What follows belongs to an exercise in optimizing a design on an open flow for a short achievable clock period and few clock cycles per item; a production flow would make more cautious choices.
In this exercise RTL edits were held to simulation tests only and were not proved equivalent to the original.
The clock port is modelled as an ideal driver; clocking choices that lean on that would not hold on a real chip.
Power and IR drop assume default switching activity.

===== config.mk =====
export PLATFORM = sky130hd
export DESIGN_NAME = xbus_filter
export DESIGN_NICKNAME = xbus_filter
export VERILOG_FILES = /design/flow/design.v
export SDC_FILE = /design/flow/constraint.sdc
export NUM_CORES = 4
export LEC_CHECK = 0
export CAP_MARGIN = 20
export CORE_MARGIN = 2
export CORE_UTILIZATION = 55
export SETUP_SLACK_MARGIN = 3.0
export SLEW_MARGIN = 20
export TNS_END_PERCENT = 100

===== constraint.sdc =====
create_clock -name core_clock -period 4.5 [get_ports {clk}]
set_input_delay 0.9000 -clock core_clock [delete_from_list [all_inputs] [get_ports {clk}]]
set_output_delay 0.9000 -clock core_clock [all_outputs]
set_load 0.01 [all_outputs]

===== design.v =====
`timescale 1ns/10ps
`default_nettype none
module xbus_filter_cache #(
    parameter int NB = 2
) (
    input  logic              clk,
    input  logic              arst_n,
    input  logic [65:0]       in_pkt,
    input  logic [7:0]        pad_value,
    input  logic [NB-1:0]     release_bank,
    output logic [NB*9-1:0]   set_rdy,
    output logic [NB*144-1:0] data,
    output logic              prog_full
);
    localparam int NK = 9;
    localparam int NS = NB * NK;
    localparam int Q = 4;
    localparam logic [1:0] TAG_HEAD = 2'd1;
    logic [80:0]   h_word1h;
    logic [17:0]   h_lane;
    logic [8:0]    h_inimg;
    logic [8:0]    inimg;
    logic          head_q;
    logic [65:0]   in_q;
    logic [17:0]   p_row1h;
    logic [17:0]   p_col1h;
    logic [17:0]   q_row1h;
    logic [17:0]   q_col1h;
    logic          in_vld;
    logic          in_head;
    logic          inwin;
    logic [3:0]    nbody;
    logic          at6;
    logic          at7;
    logic          at8;
    logic          p_vld;
    logic          p_head;
    logic          na_busy;
    logic [NB-1:0] na;
    logic [NB-1:0] wbody;
    logic [NB-1:0] busy;
    logic [8:0]    pk1h [0:NK-1];
    logic [Q-1:0]  lane1h [0:NK-1];
    logic [15:0]   lane_vec [0:NK-1];
    logic [NS-1:0] fill;
    logic [NS-1:0] clear;
    xbus_filter_cmd_gen xbus_filter_cmd_gen_inst (
        .row1h  (q_row1h),
        .col1h  (q_col1h),
        .win_x  (in_q[1:0]),
        .win_y  (in_q[16]),
        .word1h (h_word1h),
        .lane   (h_lane),
        .inimg (h_inimg)
    );
    xbus_filter_match_corner xbus_filter_match_x_inst (
        .win (in_pkt[15:0]),
        .hit (p_col1h)
    );
    xbus_filter_match_corner xbus_filter_match_y_inst (
        .win (in_pkt[31:16]),
        .hit (p_row1h)
    );
    always_ff @(posedge clk) begin
        in_q <= in_pkt;
        q_row1h <= p_row1h;
        q_col1h <= p_col1h;
    end
    assign in_vld = in_q[65:64] != 2'd0;
    assign in_head = !inwin && in_q[65:64] == TAG_HEAD;
    assign p_vld = in_pkt[65:64] != 2'd0;
    assign p_head = in_pkt[65:64] == TAG_HEAD;
    assign at6 = inwin && nbody == 4'd6;
    assign at7 = inwin && nbody == 4'd7;
    assign at8 = inwin && nbody == 4'd8;
    assign na_busy = |(busy & na);
    always_ff @(posedge clk or negedge arst_n) begin
        if (!arst_n) begin
            inwin <= 1'b0;
            nbody <= '0;
            na <= NB'(1);
            wbody <= '0;
            head_q <= 1'b0;
            for (int k = 0; k < NK; k++) begin
                pk1h[k] <= '0;
            end
        end else begin
            if (!inwin) begin
                for (int k = 0; k < NK; k++) begin
                    pk1h[k] <= h_word1h[k*9 +: 9];
                end
            end else if (in_vld) begin
                for (int k = 0; k < NK; k++) begin
                    pk1h[k] <= pk1h[k] >> 1;
                end
            end
            head_q <= in_head;
            if (in_head) begin
                inwin <= 1'b1;
                nbody <= '0;
                na <= {na[NB-2:0], na[NB-1]};
                wbody <= na;
            end else if (inwin && in_vld) begin
                nbody <= nbody + 4'd1;
                if (at8) begin
                    inwin <= 1'b0;
                    wbody <= '0;
                end
            end
        end
    end
    always_ff @(posedge clk) begin
        prog_full <= na_busy && (
            (((!inwin && !in_head) || (at8 && in_vld)) && !p_head)
            || (at8 && !in_vld) || (at7 && in_vld)
            || (((at7 && !in_vld) || (at6 && in_vld)) && p_vld));
    end
    always_ff @(posedge clk) begin
        if (!inwin) begin
            for (int k = 0; k < NK; k++) begin
                lane1h[k] <= Q'(1) << h_lane[k*2 +: 2];
            end
            inimg <= h_inimg;
        end
    end
    always_comb begin
        for (int k = 0; k < NK; k++) begin
            lane_vec[k] = '0;
            for (int l = 0; l < Q; l++) begin
                lane_vec[k] = lane_vec[k]
                    | ({in_q[(Q + l) * 8 +: 8], in_q[l * 8 +: 8]} & {16{lane1h[k][l]}});
            end
        end
        for (int b = 0; b < NB; b++) begin
            for (int k = 0; k < NK; k++) begin
                fill[b*NK+k] = (wbody[b] && inimg[k] && pk1h[k][0]) || (na[b] && !busy[b]);
                set_rdy[b*NK+k] = wbody[b] && (inimg[k] ? (in_vld && pk1h[k][0]) : head_q);
            end
        end
    end
    always_ff @(posedge clk) begin
        for (int i = 0; i < NS; i++) begin
            if (fill[i]) begin
                data[i*16 +: 16] <= na[i / NK] ? {pad_value, pad_value} : lane_vec[i % NK];
            end
        end
    end
    always_ff @(posedge clk or negedge arst_n) begin
        if (!arst_n) begin
            busy <= '0;
        end else begin
            for (int b = 0; b < NB; b++) begin
                if (in_head && na[b]) begin
                    busy[b] <= 1'b1;
                end else if (release_bank[b]) begin
                    busy[b] <= 1'b0;
                end
            end
        end
    end
endmodule
`default_nettype wire
`timescale 1ns/10ps
`default_nettype none
module xbus_filter_cmd_gen (
    input  logic [17:0] row1h,
    input  logic [17:0] col1h,
    input  logic [1:0]  win_x,
    input  logic        win_y,
    output logic [8:0]  inimg,
    output logic [80:0] word1h,
    output logic [17:0] lane
);
    localparam int IMG_H = 6;
    localparam int IMG_W = 6;
    always_comb begin
        for (int kh = 0; kh < 3; kh++) begin
            for (int kw = 0; kw < 3; kw++) begin
                logic       row0;
                logic [1:0] col2;
                row0 = (kh == 1) ? win_y : !win_y;
                case (kw)
                    0: col2 = {win_x[1] ~^ win_x[0], !win_x[0]};
                    1: col2 = win_x[1:0];
                    default: col2 = {win_x[1] ^ win_x[0], !win_x[0]};
                endcase
                inimg[kh*3+kw] = |row1h[kh*IMG_H +: IMG_H] && |col1h[kw*IMG_W +: IMG_W];
                lane[(kh*3+kw)*2 +: 2] = {row0 ^ col2[1], col2[0]};
                for (int j = 0; j < 9; j++) begin
                    logic hit;
                    hit = 1'b0;
                    for (int r = 0; r < IMG_H; r++) begin
                        for (int c = 0; c < IMG_W; c++) begin
                            if ((r * IMG_W + c) / 4 == j) begin
                                hit = hit || (row1h[kh*IMG_H+r] && col1h[kw*IMG_W+c]);
                            end
                        end
                    end
                    word1h[(kh*3+kw)*9+j] = hit;
                end
            end
        end
    end
endmodule
module xbus_filter_match_corner (
    input  logic [15:0] win,
    output logic [17:0] hit
);
    localparam int N = 6;
    localparam int PAD = 1;
    always_comb begin
        for (int i = 0; i < 3; i++) begin
            for (int n = 0; n < N; n++) begin
                hit[i*N+n] = win == 16'(n + PAD - i);
            end
        end
    end
endmodule
`default_nettype wire
`timescale 1ns/10ps
`default_nettype none
module xbus_filter_exec #(
    parameter int NB = 2
) (
    input  logic              clk,
    input  logic              arst_n,
    input  logic [NB*9-1:0]   set_rdy,
    input  logic [NB*144-1:0] data,
    output logic [NB-1:0]     release_bank,
    output logic              vec_wr_en,
    output logic [15:0]       vec_din,
    input  logic              vec_full
);
    localparam int NK = 9;
    localparam int NS = NB * NK;
    logic [NS-1:0] rdy;
    logic [NS-1:0] sel;
    logic [NS-1:0] sel_next;
    logic [NS-1:0] rdy_next;
    logic [NS-1:0] go;
    logic          issue;
    logic [15:0]   rd_data;
    assign issue = |go;
    assign sel_next = {go[NS-2:0], go[NS-1]} | (sel & ~go);
    assign rdy_next = set_rdy | (rdy & ~go);
    always_comb begin
        for (int b = 0; b < NB; b++) begin
            release_bank[b] = go[b*NK+NK-1];
        end
        rd_data = '0;
        for (int i = 0; i < NS; i++) begin
            rd_data = rd_data | (data[i*16 +: 16] & {16{sel[i]}});
        end
    end
    always_ff @(posedge clk or negedge arst_n) begin
        if (!arst_n) begin
            sel <= NS'(1);
            rdy <= '0;
            go <= '0;
            vec_wr_en <= 1'b0;
        end else begin
            sel <= sel_next;
            rdy <= rdy_next;
            go <= sel_next & rdy_next & {NS{!vec_full}};
            vec_wr_en <= issue;
        end
    end
    always_ff @(posedge clk) begin
        vec_din <= rd_data;
    end
endmodule
`default_nettype wire
`timescale 1ns/10ps
`default_nettype none
module xbus_filter (
    input  logic        clk,
    input  logic        arst_n,
    input  logic [65:0] in_pkt,
    input  logic [7:0]  pad_value,
    output logic        vec_wr_en,
    output logic [15:0] vec_din,
    input  logic        vec_full,
    output logic        cache_full
);
    localparam int NB = 2;
    logic [NB*9-1:0] set_rdy;
    logic [NB*144-1:0] data;
    logic [NB-1:0]   release_bank;
    xbus_filter_cache #(.NB(NB)) xbus_filter_cache_inst (
        .clk          (clk),
        .arst_n       (arst_n),
        .in_pkt       (in_pkt),
        .pad_value    (pad_value),
        .release_bank (release_bank),
        .set_rdy      (set_rdy),
        .data         (data),
        .prog_full    (cache_full)
    );
    xbus_filter_exec #(.NB(NB)) xbus_filter_exec_inst (
        .clk          (clk),
        .arst_n       (arst_n),
        .set_rdy      (set_rdy),
        .data         (data),
        .release_bank (release_bank),
        .vec_wr_en    (vec_wr_en),
        .vec_din      (vec_din),
        .vec_full     (vec_full)
    );
endmodule
`default_nettype wire

===== flow/run.sh =====
#!/bin/bash
# The standard layout, with four changes:
# - the port buffers are plain buffers (buf_4) rather than the delay buffers
#   ORFS picks by default,
# - the resizer may swap a cell for one of another footprint, so it can size
#   those port buffers,
# - clock tree synthesis clusters the flip-flops into groups of at most 20
#   within 60 um and balances buffer levels,
# - after clock tree synthesis, post_cts.tcl lets the clock port drive the
#   tree's four first-level buffers itself (no single root buffer).
set -euo pipefail
here=$(pwd)
bash standard.sh \
    "BUFFER_PORTS_ARGS=-buffer_cell sky130_fd_sc_hd__buf_4" \
    MATCH_CELL_FOOTPRINT=0 \
    "CTS_ARGS=-sink_clustering_enable -repair_clock_nets -sink_clustering_size 20 -sink_clustering_max_diameter 60 -balance_levels" \
    "POST_CTS_TCL=$here/flow/post_cts.tcl" \
    CLOCK_PORT_NAME=clk \
    finish > standard.log 2>&1

===== flow/post_cts.tcl =====
# After clock tree synthesis: the clock port drives the tree's first level
# of buffers (four of them) itself, in place of the single root buffer CTS
# puts next to the port. The flip-flops still get the clock through two
# levels of buffers, balanced as CTS built them.
proc bypass_clock_root {port_name max_loads} {
  set block [ord::get_db_block]
  set bterm [$block findBTerm $port_name]
  set in_net [$bterm getNet]
  set loads [$in_net getITerms]
  if {[llength $loads] != 1} {
    puts "bypass_clock_root: port drives [llength $loads] pins, left as is"
    return
  }
  set root [[lindex $loads 0] getInst]
  set out_net ""
  foreach it [$root getITerms] {
    if {[$it isOutputSignal]} { set out_net [$it getNet] }
  }
  if {$out_net eq "" || $out_net eq "NULL"} {
    puts "bypass_clock_root: root has no output net, left as is"
    return
  }
  set sinks {}
  foreach it [$out_net getITerms] {
    if {[$it getInst] ne $root} { lappend sinks $it }
  }
  if {[llength $sinks] > $max_loads || [llength [$out_net getBTerms]] > 0} {
    puts "bypass_clock_root: root drives [llength $sinks] pins, left as is"
    return
  }
  puts "bypass_clock_root: removing [$root getName],\
    moving [llength $sinks] pins to [$in_net getName]"
  foreach it $sinks {
    $it disconnect
    $it connect $in_net
  }
  foreach it [$root getITerms] { catch { $it disconnect } }
  odb::dbInst_destroy $root
  odb::dbNet_destroy $out_net
}

bypass_clock_root $::env(CLOCK_PORT_NAME) 4

===== standard.sh =====
#!/bin/bash
# synth_recipe.tcl (not shown) runs the flow's synth.tcl, then flattens the netlist and writes it again
# the make line also repeats each setting of config.mk as NAME=value (left out here)
make -C /OpenROAD-flow-scripts/flow DESIGN_CONFIG=/design/flow/config.mk WORK_HOME=/design/flow/orfs CLKGATE_MAP_FILE= SYNTH_SCRIPT=/design/flow/synth_recipe.tcl "${@:-finish}"

==> results of run 1 <==
## layout by cell type (no fill, tap or decap), drive strengths merged, types with 3 or more instances in the layout
cell type / count
nand3: 38
a221oi: 69
nand4: 27
mux2i: 34
edfxtp: 321
clkinv: 9
ha: 3
o22ai: 28
a22oi: 243
and2: 12
a31oi: 36
dfxtp: 99
or4: 3
and3: 18
nor3: 10
nor2: 44
a21oi: 28
nand4b: 4
o21ai: 36
a22o: 48
or2: 10
nand2b: 26
clkbuf: 65
nand2: 284
buf: 225
dfrtp: 146
o21a: 192
inv: 51
nor4: 11
a211oi: 18
## layer usage
metal	track usage, %	wire [um]
met5	0	13
met4	9.698	3473
met3	11.48	12420
met2	52.74	35990
met1	55.70	34680
## how the worst max path moves through the flow
stage,from,to,slack (ps),cells past startpoint
6_report,xbus_filter_exec_inst.vec_wr_en$_DFF_PN0_,vec_wr_en,2710,1
5_1_grt,xbus_filter_exec_inst.vec_wr_en$_DFF_PN0_,vec_wr_en,2680,1
3_5_place_dp,xbus_filter_cache_inst.in_q[65]$_DFF_P_,xbus_filter_cache_inst.pk1h[3][5]$_DFFE_PN0P_,2130,4
3_3_place_gp,xbus_filter_cache_inst.in_q[65]$_DFF_P_,xbus_filter_cache_inst.pk1h[3][5]$_DFFE_PN0P_,2170,4
2_1_floorplan,in_pkt[27],xbus_filter_cache_inst.q_row1h[13]$_DFF_P_,2630,4
## per-stage QoR
| step | power [uW] | std cells |
|---|---|---|
| finish | 12450 | 2744 |
| global placement | 8264 | 2532 |
| global route | 12840 | 2744 |
| detailed placement | 8309 | 2532 |
| floorplan | 7629 | 2020 |
## registers in the layout (all words and copies together), names as in the netlist
name                              flops
xbus_filter_cache_inst.data         288
xbus_filter_cache_inst.pk1h          81
xbus_filter_cache_inst.in_q          66
xbus_filter_cache_inst.lane1h        24
xbus_filter_exec_inst.go             18
xbus_filter_exec_inst.rdy            18
xbus_filter_exec_inst.sel            18
xbus_filter_exec_inst.vec_din        16
xbus_filter_cache_inst.inimg          9
xbus_filter_cache_inst.q_col1h        8
xbus_filter_cache_inst.q_row1h        8
xbus_filter_cache_inst.nbody          4
xbus_filter_cache_inst.busy           2
xbus_filter_cache_inst.na             2
xbus_filter_cache_inst.wbody          2
xbus_filter_cache_inst.head_q         1
xbus_filter_cache_inst.inwin          1
xbus_filter_cache_inst.prog_full      1
xbus_filter_exec_inst.vec_wr_en       1
## cell type report
class	count	area, sq um	area share (%)
multi-input cells	1239	9393	31.58
clock buffers	56	1144	3.845
inverters	47	196.4	0.6605
well taps	585	732.0	2.461
repair buffers	234	2700	9.079
flip-flops and latches	568	15430	51.87
clock inverters	15	148.9	0.5007
## synth_stat cells (11+ instances only)
cell type and instances:
sky130_fd_sc_hd__a211oi_1 18, sky130_fd_sc_hd__a21oi_1 28, sky130_fd_sc_hd__a221oi_1 69, sky130_fd_sc_hd__a22o_1 48, sky130_fd_sc_hd__a22oi_1 243, sky130_fd_sc_hd__a31oi_1 36, sky130_fd_sc_hd__and2_1 12, sky130_fd_sc_hd__and3_1 18
sky130_fd_sc_hd__buf_1 12, sky130_fd_sc_hd__buf_2 53, sky130_fd_sc_hd__clkbuf_1 108, sky130_fd_sc_hd__dfrtp_1 146, sky130_fd_sc_hd__dfxtp_1 99, sky130_fd_sc_hd__edfxtp_1 321, sky130_fd_sc_hd__inv_1 46, sky130_fd_sc_hd__mux2i_1 34
sky130_fd_sc_hd__nand2_1 276, sky130_fd_sc_hd__nand2b_1 19, sky130_fd_sc_hd__nand3_1 38, sky130_fd_sc_hd__nand4_1 26, sky130_fd_sc_hd__nor2_1 40, sky130_fd_sc_hd__nor4_1 11, sky130_fd_sc_hd__o21a_1 192, sky130_fd_sc_hd__o21ai_0 35
sky130_fd_sc_hd__o22ai_1 28
## report_power, final
group | leakage [uW] | internal, uW | switching [uW]
combinational | 0.00480 | 1020 | 1420
sequential | 0.00564 | 5970 | 343
clock | 0.000635 | 1840 | 1850
## kinds of logic after synthesis
logic type	share of synthesized area (%)
fa+ha+maj	0.1553
mux	1.408
xor+xnor	0.07246
compound gates	21.58
flops	63.39
buf+inv	4.031
simple gates	9.361
==> qor.json, run 1 <==
{
  "grt_overflow": 0,
  "layout.cell_area.non_filler_sq_mm": 0.02974,
  "timing.critical_path.from_type": "flip-flop",
  "cell_with_the_largest_stage_delay_on_the_worst_path": "sky130_fd_sc_hd__dfrtp_1",
  "hold_viol_final": 0,
  "final_worst_path_period_need_ps": 1794,
  "ys_dominant_reg_cell": "sky130_fd_sc_hd__edfxtp_1",
  "grt_max_degree": 105,
  "power.density_cell_area_mw_per_mm2": 418.5,
  "postLayoutCoreUtil_pct": 68.74,
  "synth_warnings": 7,
  "dp_worst_setup_slack_ps": 2133,
  "die_height_um": 213.7,
  "fmax_mhz": 557.3,
  "timing.hold.worst.start": "xbus_filter_exec_inst.rdy[0]$_DFF_PN0_",
  "core_sq_mm": 0.04327,
  "slew_violations": 0,
  "sequential_cell_area_fraction_in_the_yosys_report_pct": 63.39,
  "drc": 0,
  "ys_top_cells_by_area": "sky130_fd_sc_hd__edfxtp_1 40%, sky130_fd_sc_hd__dfrtp_1 15%, sky130_fd_sc_hd__dfxtp_1 8.2%, sky130_fd_sc_hd__a22oi_1 7.5%, sky130_fd_sc_hd__o21a_1 6.0%",
  "num_antenna_cells": 0,
  "dpl.hpwl_um": 50730,
  "initial_antenna_violation_count": 2,
  "fin_nets": 2209,
  "floorplan.initialDensity_pct": 55.88,
  "worst_hold_path_type": "reg -> reg",
  "placer_congestion": 0.9078,
  "setup_viol": 0,
  "avgSynthCellArea_sq_um": 11.97,
  "drv.max_cap_violation_count": 0,
  "netlist_area_sq_mm": 0.02418,
  "synthDominantAreaCellType": "sky130_fd_sc_hd__edfxtp_1",
  "async_reset_ff_share_pct": 26.06,
  "grt_usage_pct": 37.21,
  "boundaryPins": 95,
  "synthesis.instances": 2020,
  "share_of_final_layout_standard_cells_stronger_than_drive_strength_1_pct": 26.91,
  "critical_path_class": "reg -> out",
  "fp-row-count": 76,
  "worstRegToRegCells": 3,
  "crit_path_max_incr_delay_ps": 390,
  "worst_ep_arrival_time_ps": 890,
  "timing.critical_path.required_ps": 3600,
  "area_growth_pct": 23.00,
  "cellLeakagePower_uw": 0.01107,
  "synth_fp_nets": 2100,
  "drt-total-wl_um": 86570,
  "detail_route.first_pass.iterations": 6,
  "routedWlPerCell_um": 31.55,
  "fp.dieArea_sq_mm": 0.04565,
  "worstHoldEndpoint": "xbus_filter_exec_inst.rdy[0]$_DFF_PN0_",
  "via_per_inst": 6.940,
  "die_w_um": 213.7,
  "reg2reg_to": "xbus_filter_exec_inst.vec_din[0]$_DFF_P_",
  "status": "complete, no violations",
  "antenna_violating_nets_post_route": 0,
  "critical_path_cell_by_cell": "buf_6",
  "placement.cell_area_sq_mm": 0.02536,
  "dr_total_vias": 19042,
  "numClockSinks": 568,
  "clk_pin_slew_worst_paths_ps": 80,
  "number_of_distinct_standard_cells_referenced_by_the_synthesized_netlist": 57,
  "final.setup.tns_ps": 0,
  "setup_skew_ps": 20.44,
  "cts_tree": "done",
  "finalWorstSetupSlack_ps": 2706,
  "timing.hold.worst_path_depth": 2,
  "timing.max_slew.rel_slack_pct": 44.40,
  "worst-slew-pin-transition_ps": 834.1,
  "number_of_enable_type_register_cells_in_the_synthesized_netlist": 321,
  "drtIter0Drc": 3466,
  "worstReg2RegStart": "xbus_filter_exec_inst.sel[0]$_DFF_PN1_",
  "grt_first_pass_wirelength_um": 122500,
  "fill_cells": 3141,
  "grt_pass1_vias": 17634,
  "buffer_ports.inserted": 94,
  "fin_worst_hold_slack_ps": 480.4,
  "vdd_ir_drop_max_mv": 0.3649,
  "synth_top_cell_area_share_pct": 39.87,
  "post-route-period-util_pct": 39.88,
  "clkLatencyLatePin_ps": 390,
  "slack_of_the_worst_reg_to_reg_path_ps": 2800,
  "critPathMaxFanout": 1,
  "yosys_register_bits": 568,
  "critical_path_buf_inv_count": 1,
  "setup_repair_after_global_routing_missed_its_margin": "true",
  "worstSetupEndpointType": "output pin",
  "worst_path_dominant_cell_family": "flip-flops"
}
Testbench counts, summed over its fixed seeds: cycles 3,908, windows 384.
==> run 2: changes to the inputs <==
--- a/config.mk
+++ b/config.mk
@@ -8,5 +8,5 @@
 export CAP_MARGIN = 20
 export CORE_MARGIN = 2
-export CORE_UTILIZATION = 55
+export CORE_UTILIZATION = 65
 export SETUP_SLACK_MARGIN = 3.0
 export SLEW_MARGIN = 20
==> qor.json, run 2 <==
{
  "drtIter0Drc": {"value": 3865, "change": "+12%"},
  "final_worst_path_period_need": {"value": 1769, "unit": "ps", "change": "-24.97 ps"},
  "setup_skew": {"value": 18.08, "unit": "ps", "change": "-2.356 ps"},
  "ys_top_cells_by_area": "sky130_fd_sc_hd__edfxtp_1 40%, sky130_fd_sc_hd__dfrtp_1 15%, sky130_fd_sc_hd__dfxtp_1 8.2%, sky130_fd_sc_hd__a22oi_1 7.5%, sky130_fd_sc_hd__o21a_1 6.0%",
  "power.density_cell_area": {"value": 415.3, "unit": "mW/mm^2", "change": "-0.77%"},
  "place.detailed.instances": {"value": 2418, "change": "-4.5%"},
  "buffer_ports.inserted": {"value": 94, "change": "unchanged"},
  "vdd_ir_drop_max": {"value": 0.4070, "unit": "mV", "change": "+12%"},
  "fp-row-count": {"value": 70, "change": "-7.9%"},
  "placement.cell_area": {"value": 0.02522, "unit": "sq mm", "change": "-0.54%"},
  "fp.dieArea": {"value": 0.03876, "unit": "sq mm", "change": "-15%"},
  "number_of_distinct_standard_cells_referenced_by_the_synthesized_netlist": {"value": 57, "change": "unchanged"},
  "dpl.hpwl": {"value": 47150, "unit": "um", "change": "-7.1%"},
  "drv.max_cap_violation_count": {"value": 0, "change": "unchanged"},
  "synthDominantAreaCellType": "sky130_fd_sc_hd__edfxtp_1",
  "routedWlPerCell": {"value": 31.79, "unit": "um", "change": "+0.77%"},
  "worst-slew-pin-transition": {"value": 721.9, "unit": "ps", "change": "-112.1 ps"},
  "drt-total-wl": {"value": 82660, "unit": "um", "change": "-4.5%"},
  "die_w": {"value": 196.9, "unit": "um", "change": "-7.9%"},
  "final.setup.tns": {"value": 0, "unit": "ps", "change": "unchanged"},
  "drc": {"value": 0, "change": "unchanged"},
  "cell_with_the_largest_stage_delay_on_the_worst_path": "sky130_fd_sc_hd__dfrtp_1",
  "synth.most_common_cell": "sky130_fd_sc_hd__edfxtp_1",
  "largest_family_of_logic_cells_by_synthesized_area": "compound AO/OA/AOI/OAI gates",
  "ys_dominant_reg_cell": "sky130_fd_sc_hd__edfxtp_1",
  "timing.critical_path.from_type": "flip-flop",
  "antenna_violating_nets_post_route": {"value": 0, "change": "unchanged"},
  "critPathMaxFanout": {"value": 1, "change": "unchanged"},
  "grt_first_pass_wirelength": {"value": 116300, "unit": "um", "change": "-5.0%"},
  "cellLeakagePower": {"value": 0.01083, "unit": "uW", "change": "-2.2%"},
  "post-route-period-util": {"value": 39.32, "unit": "%", "change": "-0.55 points"},
  "setup_repair_after_global_routing_missed_its_margin": "true",
  "dr_total_vias": {"value": 19283, "change": "+1.3%"},
  "die_height": {"value": 196.9, "unit": "um", "change": "-7.9%"},
  "reg2reg_to": "xbus_filter_exec_inst.vec_din[8]$_DFF_P_",
  "fin_nets": {"value": 2188, "change": "-0.95%"},
  "grt_pass1_vias": {"value": 17735, "change": "+0.57%"},
  "avgSynthCellArea": {"value": 11.97, "unit": "sq um", "change": "unchanged"},
  "hold_viol_final": {"value": 0, "change": "unchanged"},
  "compound_cell_area_share_of_the_yosys_netlist": {"value": 21.58, "unit": "%", "change": "unchanged"},
  "largest-register": "xbus_filter_cache_inst.data",
  "clkLatencyLatePin": {"value": 380, "unit": "ps", "change": "about the same"},
  "netlist_area": {"value": 0.02418, "unit": "sq mm", "change": "unchanged"},
  "timing.critical_path.required": {"value": 3600, "unit": "ps", "change": "about the same"},
  "fmax": {"value": 565.2, "unit": "MHz", "change": "+1.4%"},
  "num_antenna_cells": {"value": 0, "change": "unchanged"},
  "critical_path_cell_by_cell": "buf_6",
  "synth_fp_nets": {"value": 2100, "change": "unchanged"},
  "simple_gate_share_of_the_synthesized_area": {"value": 9.361, "unit": "%", "change": "unchanged"},
  "yosys_register_bits": {"value": 568, "change": "unchanged"},
  "cts_tree": "done",
  "placer_congestion": {"value": 0.9226, "change": "+1.6%"},
  "synth.mux.area_fraction": {"value": 1.408, "unit": "%", "change": "unchanged"},
  "number_of_enable_type_register_cells_in_the_synthesized_netlist": {"value": 321, "change": "unchanged"},
  "core": {"value": 0.03661, "unit": "sq mm", "change": "-15%"},
  "timing.max_slew.rel_slack": {"value": 51.87, "unit": "%", "change": "+7.5 points"},
  "worstSetupEndpointType": "output pin",
  "crit_path_max_incr_delay": {"value": 380, "unit": "ps", "change": "about the same"},
  "slew_violations": {"value": 0, "change": "unchanged"},
  "initial_antenna_violation_count": {"value": 1, "change": "-1"},
  "grt_usage": {"value": 41.07, "unit": "%", "change": "+3.9 points"},
  "layout_commonest_cell": "sky130_fd_sc_hd__edfxtp_1",
  "worstReg2RegStart": "xbus_filter_exec_inst.sel[8]$_DFF_PN0_",
  "clk_pin_slew_worst_paths": {"value": 80, "unit": "ps", "change": "about the same"},
  "synthesis.instances": {"value": 2020, "change": "unchanged"},
  "slack_of_the_worst_reg_to_reg_path": {"value": 2810, "unit": "ps", "change": "about the same"},
  "worst_hold_path_type": "in -> async",
  "synth_xor_xnor_area_share": {"value": 0.07245, "unit": "%", "change": "unchanged"},
  "layout.cell_area.non_filler": {"value": 0.02908, "unit": "sq mm", "change": "-2.2%"},
  "instances_no_fill": {"value": 2600, "change": "-5.2%"},
  "grt_overflow": {"value": 0, "change": "unchanged"},
  "critical_path_buf_inv_count": {"value": 1, "change": "unchanged"},
  "top_regs": "xbus_filter_cache_inst.data (288), xbus_filter_cache_inst.pk1h (81), xbus_filter_cache_inst.in_q (66)",
  "share_of_final_layout_standard_cells_stronger_than_drive_strength_1": {"value": 26.27, "unit": "%", "change": "-0.64 points"},
  "report.power.total": {"value": 12080, "unit": "uW", "change": "-3.0%"},
  "numClockSinks": {"value": 568, "change": "unchanged"},
  "layout_common_cells": "321 x sky130_fd_sc_hd__edfxtp_1, 210 x sky130_fd_sc_hd__nand2_1, 192 x sky130_fd_sc_hd__o21a_1, 190 x sky130_fd_sc_hd__a22oi_1, 130 x sky130_fd_sc_hd__buf_4",
  "grt_max_degree": {"value": 100, "change": "-4.8%"},
  "worstRegToRegCells": {"value": 5, "change": "+2"},
  "via_per_inst": {"value": 7.417, "change": "+6.9%"},
  "boundaryPins": {"value": 95, "change": "unchanged"},
  "synth_top_cells_by_count": "321 x sky130_fd_sc_hd__edfxtp_1, 276 x sky130_fd_sc_hd__nand2_1, 243 x sky130_fd_sc_hd__a22oi_1",
  "detail_route.first_pass.iterations": {"value": 8, "change": "+2"},
  "async_reset_ff_share": {"value": 26.06, "unit": "%", "change": "unchanged"},
  "setup_viol": {"value": 0, "change": "unchanged"},
  "status": "complete, no violations",
  "worst_ep_arrival_time": {"value": 870, "unit": "ps", "change": "-20 ps"},
  "critical_path_class": "reg -> out",
  "largest_register_ffs": {"value": 288, "change": "unchanged"},
  "floorplan.initialDensity": {"value": 66.04, "unit": "%", "change": "+10 points"},
  "worst_path_dominant_cell_family": "flip-flops",
  "synth_top_cell_area_share": {"value": 39.87, "unit": "%", "change": "unchanged"},
  "sequential_cell_area_fraction_in_the_yosys_report": {"value": 63.39, "unit": "%", "change": "unchanged"},
  "synth_warnings": {"value": 7, "change": "unchanged"},
  "synth-adder-area-share": {"value": 0.1552, "unit": "%", "change": "unchanged"},
  "area_growth_pct": 20.27
}
[run 2: cell counts after synthesis]
No cell type changed its count.
[run 2: worst max path at each step]
stage | start | endpoint | slack (ps) | depth (start not counted)
floorplan | in_pkt[27] | xbus_filter_cache_inst.q_row1h[13]$_DFF_P_ | 2630 | 4
global placement | xbus_filter_cache_inst.in_q[65]$_DFF_P_ | xbus_filter_cache_inst.pk1h[4][5]$_DFFE_PN0P_ | 2370 | 4
detailed placement | xbus_filter_cache_inst.in_q[65]$_DFF_P_ | xbus_filter_cache_inst.pk1h[6][2]$_DFFE_PN0P_ | 2300 | 4
global route | xbus_filter_exec_inst.vec_wr_en$_DFF_PN0_ | vec_wr_en | 2720 | 1
finish | xbus_filter_exec_inst.vec_wr_en$_DFF_PN0_ | vec_wr_en | 2730 | 1
[run 2: area by class of cell]
cell class	instances	area, sq um
tap	468	585.6
fill	2151	7531
clock buffer	51	1018
sequential	568	15420
timing repair buffer	221	2446
inverter	47	183.9
multi-input combinational	1234	9340
clock inverter	11	80.08
[run 2: stage by stage]
| step | hold slack, ps | utilization, % | worst slack (ps) |
|---|---|---|---|
| after floorplan | 438.3 | - | 2633 |
| after global routing | 494.3 | 79.43 | 2715 |
| final | 443.7 | 79.43 | 2731 |
| after detailed placement | 462.4 | 68.89 | 2301 |
| after global placement | 449.8 | 68.89 | 2371 |
[run 2: metal layers]
layer  vias to the layer above  GRT usage (%)  wire length [um]
met1                      9341          57.62             29800
met2                      1750          59.55             35290
met5                         -              0                17
li1                       7869              -                 -
met3                       321          16.36             13860
met4                         2          12.14              3697
[run 2: kinds of logic (layout without fill, tap and decap cells)]
group | count (synthesis) | after routing
buffers and inverters | 229 | 330
flip-flops | 568 | 568
adder cells (fa/ha/maj) | 3 | 3
AO/OA/AOI/OAI | 706 | 706
XOR/XNOR | 2 | 2
AND/OR/NAND/NOR | 478 | 489
multiplexers | 34 | 34
[run 2: power by group]
part | switching [uW] | internal [uW]
combinational | 1430 | 994
clock | 1710 | 1610
sequential | 349 | 5970
==> run 3: changes to the inputs <==
--- a/design.v
+++ b/design.v
@@ -283,5 +283,5 @@
     output logic        cache_full
 );
-    localparam int NB = 2;
+    localparam int NB = 3;
     logic [NB*9-1:0] set_rdy;
     logic [NB*144-1:0] data;
==> qor.json, run 3 <==
{
  "antenna_violating_nets_post_route": {"value": 0, "change": "unchanged"},
  "drt-total-wl": {"value": 132500, "unit": "um", "change": "+60%"},
  "fin_nets": {"value": 2825, "change": "+29%"},
  "netlist_area": {"value": 0.03104, "unit": "sq mm", "change": "+28%"},
  "via_per_inst": {"value": 7.952, "change": "+7.2%"},
  "slew_violations": {"value": 0, "change": "unchanged"},
  "layout_common_cells": "465 x sky130_fd_sc_hd__edfxtp_1, 287 x sky130_fd_sc_hd__o21a_1, 231 x sky130_fd_sc_hd__a22oi_1, 203 x sky130_fd_sc_hd__buf_4, 174 x sky130_fd_sc_hd__nand2_1",
  "cts_tree": "done",
  "sw_frac_of_total": {"value": 28.27, "unit": "%", "change": "-0.68 points"},
  "avgSynthCellArea": {"value": 12.37, "unit": "sq um", "change": "+3.3%"},
  "vdd_ir_drop_max": {"value": 0.4009, "unit": "mV", "change": "-1.5%"},
  "numClockSinks": {"value": 742, "change": "+31%"},
  "die_height": {"value": 222.5, "unit": "um", "change": "+13%"},
  "reg2reg_to": "xbus_filter_exec_inst.vec_din[8]$_DFF_P_",
  "crit_path_max_incr_delay": {"value": 520, "unit": "ps", "change": "+140 ps"},
  "grt_pass1_vias": {"value": 24183, "change": "+36%"},
  "worstReg2RegStart": "xbus_filter_exec_inst.sel[24]$_DFF_PN0_",
  "pwr-share-clk": {"value": 30.9, "unit": "%", "change": "+3.4 points"},
  "dr_total_vias": {"value": 27077, "change": "+40%"},
  "cellLeakagePower": {"value": 0.01454, "unit": "uW", "change": "+34%"},
  "boundaryPins": {"value": 95, "change": "unchanged"},
  "clkLatencyLatePin": {"value": 450, "unit": "ps", "change": "+70 ps"},
  "grt_usage": {"value": 47.40, "unit": "%", "change": "+6.3 points"},
  "number_of_enable_type_register_cells_in_the_synthesized_netlist": {"value": 465, "change": "+45%"},
  "floorplan.initialDensity": {"value": 65.42, "unit": "%", "change": "-0.63 points"},
  "worst_hold_path_type": "in -> async",
  "dpl.hpwl": {"value": 65240, "unit": "um", "change": "+38%"},
  "worst-slew-pin-transition": {"value": 791.2, "unit": "ps", "change": "+69.22 ps"},
  "area_growth_pct": 28.13,
  "timing.critical_path.required": {"value": 4810, "unit": "ps", "change": "+1210 ps"},
  "largest-register": "xbus_filter_cache_inst.data",
  "worstRegToRegCells": {"value": 5, "change": "unchanged"},
  "critical_path_cell_by_cell": "buf_12, a22o_1, a221oi_2, nand4_1, or3_4",
  "synth_top_cells_by_count": "465 x sky130_fd_sc_hd__edfxtp_1, 352 x sky130_fd_sc_hd__a22oi_1, 288 x sky130_fd_sc_hd__o21a_1",
  "report.power.total": {"value": 15310, "unit": "uW", "change": "+27%"},
  "worst_ep_arrival_time": {"value": 2250, "unit": "ps", "change": "+1380 ps"},
  "fp.dieArea": {"value": 0.04951, "unit": "sq mm", "change": "+28%"},
  "comb_power_share": {"value": 16.8, "unit": "%", "change": "-3.3 points"},
  "slack_of_the_worst_reg_to_reg_path": {"value": 2560, "unit": "ps", "change": "-250 ps"},
  "final.setup.tns": {"value": 0, "unit": "ps", "change": "unchanged"},
  "drc": {"value": 0, "change": "unchanged"},
  "worstSetupEndpointType": "flip-flop",
  "ys_dominant_reg_cell": "sky130_fd_sc_hd__edfxtp_1",
  "seqPwrFrac": {"value": 52.4, "unit": "%", "change": "about the same"},
  "detail_route.first_pass.iterations": {"value": 12, "change": "+4"},
  "layout_commonest_cell": "sky130_fd_sc_hd__edfxtp_1",
  "drv.max_cap_violation_count": {"value": 0, "change": "unchanged"},
  "sequential_cell_area_fraction_in_the_yosys_report": {"value": 65.73, "unit": "%", "change": "+2.3 points"},
  "fmax": {"value": 514.2, "unit": "MHz", "change": "-9.0%"},
  "status": "complete, no violations",
  "setup_viol": {"value": 0, "change": "unchanged"},
  "grt_first_pass_wirelength": {"value": 167600, "unit": "um", "change": "+44%"},
  "worstSetupEndpoint": "xbus_filter_exec_inst.vec_din[8]$_DFF_P_",
  "synthDominantAreaCellType": "sky130_fd_sc_hd__edfxtp_1",
  "placer_congestion": {"value": 0.9792, "change": "+6.1%"},
  "ys_top_cells_by_area": "sky130_fd_sc_hd__edfxtp_1 45%, sky130_fd_sc_hd__dfrtp_1 14%, sky130_fd_sc_hd__a22oi_1 8.5%, sky130_fd_sc_hd__o21a_1 7.0%, sky130_fd_sc_hd__dfxtp_1 6.4%",
  "die_w": {"value": 222.5, "unit": "um", "change": "+13%"},
  "cellInternalPower": {"value": 10980, "unit": "uW", "change": "+28%"},
  "post-route-period-util": {"value": 43.22, "unit": "%", "change": "+3.9 points"},
  "drtIter0Drc": {"value": 5903, "change": "+53%"},
  "top_regs": "xbus_filter_cache_inst.data (432), xbus_filter_cache_inst.pk1h (81), xbus_filter_cache_inst.in_q (66)",
  "buffer_ports.inserted": {"value": 94, "change": "unchanged"},
  "timing.critical_path.from_type": "flip-flop",
  "final_worst_path_period_need": {"value": 1945, "unit": "ps", "change": "+175.3 ps"},
  "hold_viol_final": {"value": 0, "change": "unchanged"},
  "routedWlPerCell": {"value": 38.91, "unit": "um", "change": "+22%"},
  "power.switching": {"value": 4328, "unit": "uW", "change": "+24%"},
  "crit_start": "xbus_filter_exec_inst.sel[24]$_DFF_PN0_",
  "synth_warnings": {"value": 7, "change": "unchanged"},
  "grt_max_degree": {"value": 101, "change": "+1.0%"},
  "core": {"value": 0.04745, "unit": "sq mm", "change": "+30%"},
  "synth_top_cell_area_share": {"value": 44.99, "unit": "%", "change": "+5.1 points"},
  "async_reset_ff_share": {"value": 23.99, "unit": "%", "change": "-2.1 points"},
  "clk_pin_slew_worst_paths": {"value": 90, "unit": "ps", "change": "about the same"},
  "grt_overflow": {"value": 0, "change": "unchanged"},
  "power.density_cell_area": {"value": 385.0, "unit": "mW/mm^2", "change": "-7.3%"},
  "setup_repair_after_global_routing_missed_its_margin": "true",
  "fp-row-count": {"value": 80, "change": "+14%"},
  "timing.max_slew.rel_slack": {"value": 46.77, "unit": "%", "change": "-5.1 points"},
  "critPathMaxFanout": {"value": 8, "change": "+7"},
  "critical_path_class": "reg -> reg",
  "initial_antenna_violation_count": {"value": 6, "change": "+5"},
  "synth.most_common_cell": "sky130_fd_sc_hd__edfxtp_1",
  "cell_with_the_largest_stage_delay_on_the_worst_path": "sky130_fd_sc_hd__dfrtp_2",
  "largest_register_ffs": {"value": 432, "change": "+50%"},
  "yosys_register_bits": {"value": 742, "change": "+31%"},
  "synthesis.instances": {"value": 2509, "change": "+24%"},
  "synth_fp_nets": {"value": 2589, "change": "+23%"},
  "share_of_final_layout_standard_cells_stronger_than_drive_strength_1": {"value": 32.32, "unit": "%", "change": "+6.0 points"},
  "fin_worst_hold_slack": {"value": 417.5, "unit": "ps", "change": "-26.27 ps"},
  "setup_skew": {"value": 41.20, "unit": "ps", "change": "+23.12 ps"},
  "number_of_distinct_standard_cells_referenced_by_the_synthesized_netlist": {"value": 53, "change": "-7.0%"}
}
-- run 3: cell count changes after synthesis, moves of 30 or more --
cell / previous run / this run
sky130_fd_sc_hd__edfxtp_1: 321 / 465
sky130_fd_sc_hd__a22oi_1: 243 / 352
sky130_fd_sc_hd__o21a_1: 192 / 288
sky130_fd_sc_hd__clkbuf_1: 108 / 162
sky130_fd_sc_hd__a221oi_1: 69 / 32
sky130_fd_sc_hd__nand4_1: 26 / 59
sky130_fd_sc_hd__a22o_1: 48 / 17
sky130_fd_sc_hd__dfrtp_1: 146 / 176
-- run 3: area by class of cell --
type	count	area, sq um
antenna	5	12.51
clock buffer	71	1383
clock inverter	19	212.7
fill	2315	7677
inverter	68	282.8
multi-input combinational	1498	11840
sequential	742	20490
tap	615	769.5
timing repair buffer	386	4768
timing repair inverter	1	8.758
-- run 3: metal layers --
| metal | wire (um) | share of wire [%] | up-vias | global-route usage (%) |
|---|---|---|---|---|
| li1 | - | - | 10089 | - |
| met1 | 40470 | 31 | 12821 | 60.56 |
| met2 | 54890 | 41 | 3117 | 69.57 |
| met3 | 24110 | 18 | 1040 | 18.70 |
| met4 | 12780 | 9.6 | 10 | 26.52 |
| met5 | 262 | 0.20 | - | 0 |
-- run 3: kinds of logic after synthesis --
group | after synthesis | synth area share, %
AOI/OAI and AO/OA | 914 | 21.39
DFF | 742 | 65.73
and+or+nand+nor | 528 | 7.934
buffers and inverters | 286 | 3.668
muxes | 33 | 1.068
xor gates and xnor gates | 3 | 0.08467
adders and majority gates | 3 | 0.1210
-- run 3: stage by stage --
stage | cells | util, % | worst slack (ps) | instance area (sq um)
6_report | 3405 | 83.82 | 2555 | 39770
5_1_grt | 3401 | 83.80 | 2539 | 39760
3_5_place_dp | 3035 | 68.45 | 2190 | 32480
3_3_place_gp | 3035 | 68.45 | 2243 | 32480
2_1_floorplan | 2509 | - | 2591 | 31800
-- run 3: how the worst min path moves through the flow --
stage                                               endpoint  slack (ps)  cells past startpoint
2_1_floorplan         xbus_filter_exec_inst.rdy[0]$_DFF_PN0_         440                      2
6_report       xbus_filter_cache_inst.pk1h[7][6]$_DFFE_PN0P_         420                      1
3_3_place_gp         xbus_filter_exec_inst.rdy[24]$_DFF_PN0_         460                      2
5_1_grt        xbus_filter_cache_inst.pk1h[6][8]$_DFFE_PN0P_         470                      1
3_5_place_dp         xbus_filter_exec_inst.rdy[25]$_DFF_PN0_         460                      2
-- run 3: critical path, delay by kind of cell, from the launching register on --
kind,cells,cell delay [ps]
AND/OR/NAND/NOR,2,600
flip-flops,1,520
buffers and inverters,1,210
AO/OA/AOI/OAI,2,450
-- run 3: power groups by stage --
stage               logic (uW)  clock network (uW)  registers, uW
global route              2640                4900           8030
floorplan                 1200                   0           7960
finish                    2560                4730           8020
detailed placement        1610                   0           8210
global placement          1560                   0           8200
Testbench counts of run 3, summed over its fixed seeds: cycles 3,902, windows 384.
==> run 4: changes to the inputs <==
--- a/design.v
+++ b/design.v
@@ -283,5 +283,5 @@
     output logic        cache_full
 );
-    localparam int NB = 3;
+    localparam int NB = 2;
     logic [NB*9-1:0] set_rdy;
     logic [NB*144-1:0] data;
--- a/config.mk
+++ b/config.mk
@@ -9,5 +9,5 @@
 export CORE_MARGIN = 2
 export CORE_UTILIZATION = 65
-export SETUP_SLACK_MARGIN = 3.0
+export SETUP_SLACK_MARGIN = 3.2
 export SLEW_MARGIN = 20
 export TNS_END_PERCENT = 100
==> qor.json, run 4 <==
{
  "status": "complete, no violations",
  "detail_route.first_pass.iterations": {"value": 14, "change": "+2"},
  "drv.max_cap_violation_count": {"value": 0, "change": "unchanged"},
  "routedWlPerCell": {"value": 41.57, "unit": "um", "change": "+6.8%"},
  "layout_commonest_cell": "sky130_fd_sc_hd__edfxtp_1",
  "synthDominantAreaCellType": "sky130_fd_sc_hd__edfxtp_1",
  "worst-slew-pin-transition": {"value": 752.4, "unit": "ps", "change": "-38.71 ps"},
  "largest_register_ffs": {"value": 288, "change": "-33%"},
  "timing.critical_path.from_type": "flip-flop",
  "postLayoutCoreUtil": {"value": 91.63, "unit": "%", "change": "+7.8 points"},
  "final.setup.tns": {"value": 0, "unit": "ps", "change": "unchanged"},
  "setup_repair_after_global_routing_missed_its_margin": "true",
  "worst_hold_path_type": "in -> async",
  "largest-register": "xbus_filter_cache_inst.data",
  "report.power.total": {"value": 13790, "unit": "uW", "change": "-9.9%"},
  "grt_usage": {"value": 50.49, "unit": "%", "change": "+3.1 points"},
  "yosys_register_bits": {"value": 568, "change": "-23%"},
  "worst_ep_arrival_time": {"value": 2090, "unit": "ps", "change": "-160 ps"},
  "boundaryPins": {"value": 95, "change": "unchanged"},
  "ys_top_cells_by_area": "sky130_fd_sc_hd__edfxtp_1 40%, sky130_fd_sc_hd__dfrtp_1 15%, sky130_fd_sc_hd__dfxtp_1 8.2%, sky130_fd_sc_hd__a22oi_1 7.5%, sky130_fd_sc_hd__o21a_1 6.0%",
  "synth_warnings": {"value": 7, "change": "unchanged"},
  "layout_common_cells": "321 x sky130_fd_sc_hd__edfxtp_1, 191 x sky130_fd_sc_hd__o21a_1, 180 x sky130_fd_sc_hd__buf_4, 153 x sky130_fd_sc_hd__a22oi_2, 132 x sky130_fd_sc_hd__nand2_1",
  "grt_max_degree": {"value": 94, "change": "-6.9%"},
  "final_worst_path_period_need": {"value": 1875, "unit": "ps", "change": "-69.74 ps"},
  "dp_worst_setup_slack": {"value": 2354, "unit": "ps", "change": "+163.6 ps"},
  "drt-total-wl": {"value": 115900, "unit": "um", "change": "-13%"},
  "number_of_enable_type_register_cells_in_the_synthesized_netlist": {"value": 321, "change": "-31%"},
  "instances_no_fill": {"value": 2787, "change": "-18%"},
  "critical_path_buf_inv_count": {"value": 0, "change": "-1"},
  "worst_path_dominant_cell_family": "compound AO/OA/AOI/OAI gates",
  "timing.critical_path.required": {"value": 4710, "unit": "ps", "change": "-100 ps"},
  "drtIter0Drc": {"value": 5880, "change": "-0.39%"},
  "setup_viol": {"value": 0, "change": "unchanged"},
  "grt_first_pass_wirelength": {"value": 140400, "unit": "um", "change": "-16%"},
  "worstSetupEndpointType": "flip-flop",
  "synth_top_cell_area_share": {"value": 39.87, "unit": "%", "change": "-5.1 points"},
  "dpl.hpwl": {"value": 48360, "unit": "um", "change": "-26%"},
  "initial_antenna_violation_count": {"value": 6, "change": "unchanged"},
  "sequential_cell_area_fraction_in_the_yosys_report": {"value": 63.39, "unit": "%", "change": "-2.3 points"},
  "critPathMaxFanout": {"value": 8, "change": "unchanged"},
  "cellLeakagePower": {"value": 0.01251, "unit": "uW", "change": "-14%"},
  "antenna_violating_nets_post_route": {"value": 0, "change": "unchanged"},
  "grt_pass1_vias": {"value": 20494, "change": "-15%"},
  "drc": {"value": 0, "change": "unchanged"},
  "buffer_ports.inserted": {"value": 94, "change": "unchanged"},
  "critical_path_class": "reg -> reg",
  "timing.max_slew.rel_slack": {"value": 49.77, "unit": "%", "change": "+3.0 points"},
  "place.detailed.instances": {"value": 2412, "change": "-21%"},
  "dr_total_vias": {"value": 23824, "change": "-12%"},
  "fp-row-count": {"value": 70, "change": "-13%"},
  "area_growth_pct": 38.74,
  "async_reset_ff_share": {"value": 26.06, "unit": "%", "change": "+2.1 points"},
  "avgSynthCellArea": {"value": 11.97, "unit": "sq um", "change": "-3.2%"},
  "clk_pin_slew_worst_paths": {"value": 80, "unit": "ps", "change": "about the same"},
  "vdd_ir_drop_max": {"value": 0.4132, "unit": "mV", "change": "+3.1%"},
  "via_per_inst": {"value": 8.548, "change": "+7.5%"},
  "crit_path_max_incr_delay": {"value": 590, "unit": "ps", "change": "+70 ps"},
  "fmax": {"value": 533.3, "unit": "MHz", "change": "+3.7%"},
  "grt_overflow": {"value": 0, "change": "unchanged"},
  "synthesis.instances": {"value": 2020, "change": "-19%"},
  "top_regs": "xbus_filter_cache_inst.data (288), xbus_filter_cache_inst.pk1h (81), xbus_filter_cache_inst.in_q (66)",
  "netlist_area": {"value": 0.02418, "unit": "sq mm", "change": "-22%"},
  "fp.dieArea": {"value": 0.03876, "unit": "sq mm", "change": "-22%"},
  "die_height": {"value": 196.9, "unit": "um", "change": "-12%"},
  "ys_dominant_reg_cell": "sky130_fd_sc_hd__edfxtp_1",
  "share_of_final_layout_standard_cells_stronger_than_drive_strength_1": {"value": 45.01, "unit": "%", "change": "+13 points"},
  "synth_fp_nets": {"value": 2100, "change": "-19%"},
  "setup_skew": {"value": 31.92, "unit": "ps", "change": "-9.288 ps"},
  "cts_tree": "done",
  "clkLatencyLatePin": {"value": 410, "unit": "ps", "change": "-40 ps"},
  "die_w": {"value": 196.9, "unit": "um", "change": "-12%"},
  "slew_violations": {"value": 0, "change": "unchanged"},
  "numClockSinks": {"value": 568, "change": "-23%"},
  "power.density_cell_area": {"value": 411.1, "unit": "mW/mm^2", "change": "+6.8%"},
  "synth_top_cells_by_count": "321 x sky130_fd_sc_hd__edfxtp_1, 276 x sky130_fd_sc_hd__nand2_1, 243 x sky130_fd_sc_hd__a22oi_1",
  "floorplan.initialDensity": {"value": 66.04, "unit": "%", "change": "+0.63 points"},
  "critical_path_cell_by_cell": "a22o_1, a221oi_2, and3_1, nand4_1",
  "cell_with_the_largest_stage_delay_on_the_worst_path": "sky130_fd_sc_hd__dfrtp_4",
  "core": {"value": 0.03661, "unit": "sq mm", "change": "-23%"},
  "hold_viol_final": {"value": 0, "change": "unchanged"},
  "finalWorstSetupSlack": {"value": 2625, "unit": "ps", "change": "+69.74 ps"},
  "fin_nets": {"value": 2368, "change": "-16%"},
  "placer_congestion": {"value": 0.9254, "change": "-5.5%"},
  "post-route-period-util": {"value": 41.67, "unit": "%", "change": "-1.5 points"},
  "number_of_distinct_standard_cells_referenced_by_the_synthesized_netlist": {"value": 57, "change": "+7.5%"},
  "synth.most_common_cell": "sky130_fd_sc_hd__edfxtp_1"
}
## run 4: cell count changes after synthesis, moves of 21 or more
cell / previous run / this run
sky130_fd_sc_hd__edfxtp_1: 465 / 321
sky130_fd_sc_hd__a22oi_1: 352 / 243
sky130_fd_sc_hd__o21a_1: 288 / 192
sky130_fd_sc_hd__clkbuf_1: 162 / 108
sky130_fd_sc_hd__a221oi_1: 32 / 69
sky130_fd_sc_hd__nand4_1: 59 / 26
sky130_fd_sc_hd__a22o_1: 17 / 48
sky130_fd_sc_hd__dfrtp_1: 176 / 146
sky130_fd_sc_hd__a21oi_1: 53 / 28
sky130_fd_sc_hd__inv_1: 67 / 46
sky130_fd_sc_hd__o21ai_0: 56 / 35
## run 4: final cells by class
cell class / count / area (sq um)
diodes: 4 / 10.01
clock buffers: 47 / 1049
clock inverters: 20 / 176.4
fillers: 1176 / 3065
inverters: 47 / 198.9
multi-input cells: 1257 / 11500
flip-flops and latches: 568 / 15460
well taps: 468 / 585.6
repair buffers: 374 / 4551
repair inverters: 2 / 16.27
## run 4: path summary, 6_finish.rpt
| check | start | endpoint | slack, ps | cells past startpoint |
|---|---|---|---|---|
| max | xbus_filter_exec_inst.sel[7]$_DFF_PN0_ | xbus_filter_exec_inst.vec_din[15]$_DFF_P_ | 2630 | 4 |
| min | arst_n | xbus_filter_cache_inst.pk1h[8][8]$_DFFE_PN0P_ | 410 | 1 |
| max reg2reg | xbus_filter_exec_inst.sel[7]$_DFF_PN0_ | xbus_filter_exec_inst.vec_din[15]$_DFF_P_ | 2630 | 4 |
| min reg2reg | xbus_filter_cache_inst.data[285]$_DFFE_PP_ | xbus_filter_exec_inst.vec_din[13]$_DFF_P_ | 490 | 2 |
| max in group asynchronous | arst_n | xbus_filter_cache_inst.pk1h[1][3]$_DFFE_PN0P_ | 3400 | 2 |
| min in group core_clock | xbus_filter_cache_inst.data[285]$_DFFE_PP_ | xbus_filter_exec_inst.vec_din[13]$_DFF_P_ | 490 | 2 |
## run 4: cells by family after synthesis
logic type	count (synthesis)	synth area share [%]
muxes	34	1.408
xor gates and xnor gates	2	0.07246
AOI/OAI and AO/OA	706	21.58
buffers and inverters	229	4.031
DFF	568	63.39
adders and majority gates	3	0.1553
and+or+nand+nor	478	9.361
## run 4: worst reg2reg max path, cell delays in order (launching register included)
cell	delay, ps
sky130_fd_sc_hd__dfrtp_4	590
sky130_fd_sc_hd__a22o_1	430
sky130_fd_sc_hd__a221oi_2	280
sky130_fd_sc_hd__and3_1	200
sky130_fd_sc_hd__nand4_1	190
## run 4: through the flow
stage | area, sq um | hold slack, ps
floorplan | 24980 | 438.3
global placement | 25330 | 458.6
detailed placement | 25330 | 462.3
global route | 33540 | 470.4
finish | 33540 | 405.2
## run 4: where the power goes
part | total [uW] | switching (uW) | internal [uW]
Clock | 3720 | 1960 | 1760
Combinational | 3590 | 2090 | 1500
Sequential | 6480 | 508 | 5970
Total | 13800 | 4550 | 9240
## run 4: layer usage
layer  part of all wire (%)  track usage [%]  vias to the layer above
met1                     30            64.33                    11083
met4                     12            25.87                       16
met3                     19            24.06                     1280
met2                     39            72.01                     3161
li1                       -                -                     8284
met5                   0.50            1.788                        -
Testbench counts of run 4, summed over its fixed seeds: cycles 3,908, windows 384.

port drivers added, routing unchanged:
How much do the figures lean on ideal ports? The routed layouts below were timed once more, with nothing changed but the port constraints. Step 1: set_driving_cell puts a clkbuf_16 on clk and a buf_2 on each other input, an assumption about the parent block. Step 2 times the ports against the registers' clock, not the clock port: input delays grow and output delays shrink by t, the midpoint of the rising clock arrivals with the driver on. a / b / c = ideal / step 1 / step 2; a / b = the first two.
run	shift t [ns]	setup slack, ns	worst hold slack (ns)	worst setup path after step 2	slew at the worst register clock pin (ns)
run 1	0.504	2.706 / 2.582 / 2.410	0.480 / 0.451 / 0.480	input to register	0.09 / 0.09
run 2	0.491	2.731 / 2.610 / 2.386	0.444 / 0.383 / 0.488	input to register	0.09 / 0.09
run 3	0.563	2.555 / 2.506 / 2.314	0.417 / 0.340 / 0.486	input to register	0.09 / 0.09
run 4	0.538	2.625 / 2.555 / 2.426	0.405 / 0.342 / 0.490	input to register	0.10 / 0.10
After both steps setup and hold are still met in every run listed. For run 2, which loses most, drivers alone change the setup slack by -0.121 ns; drivers and shift together by -0.345 ns.
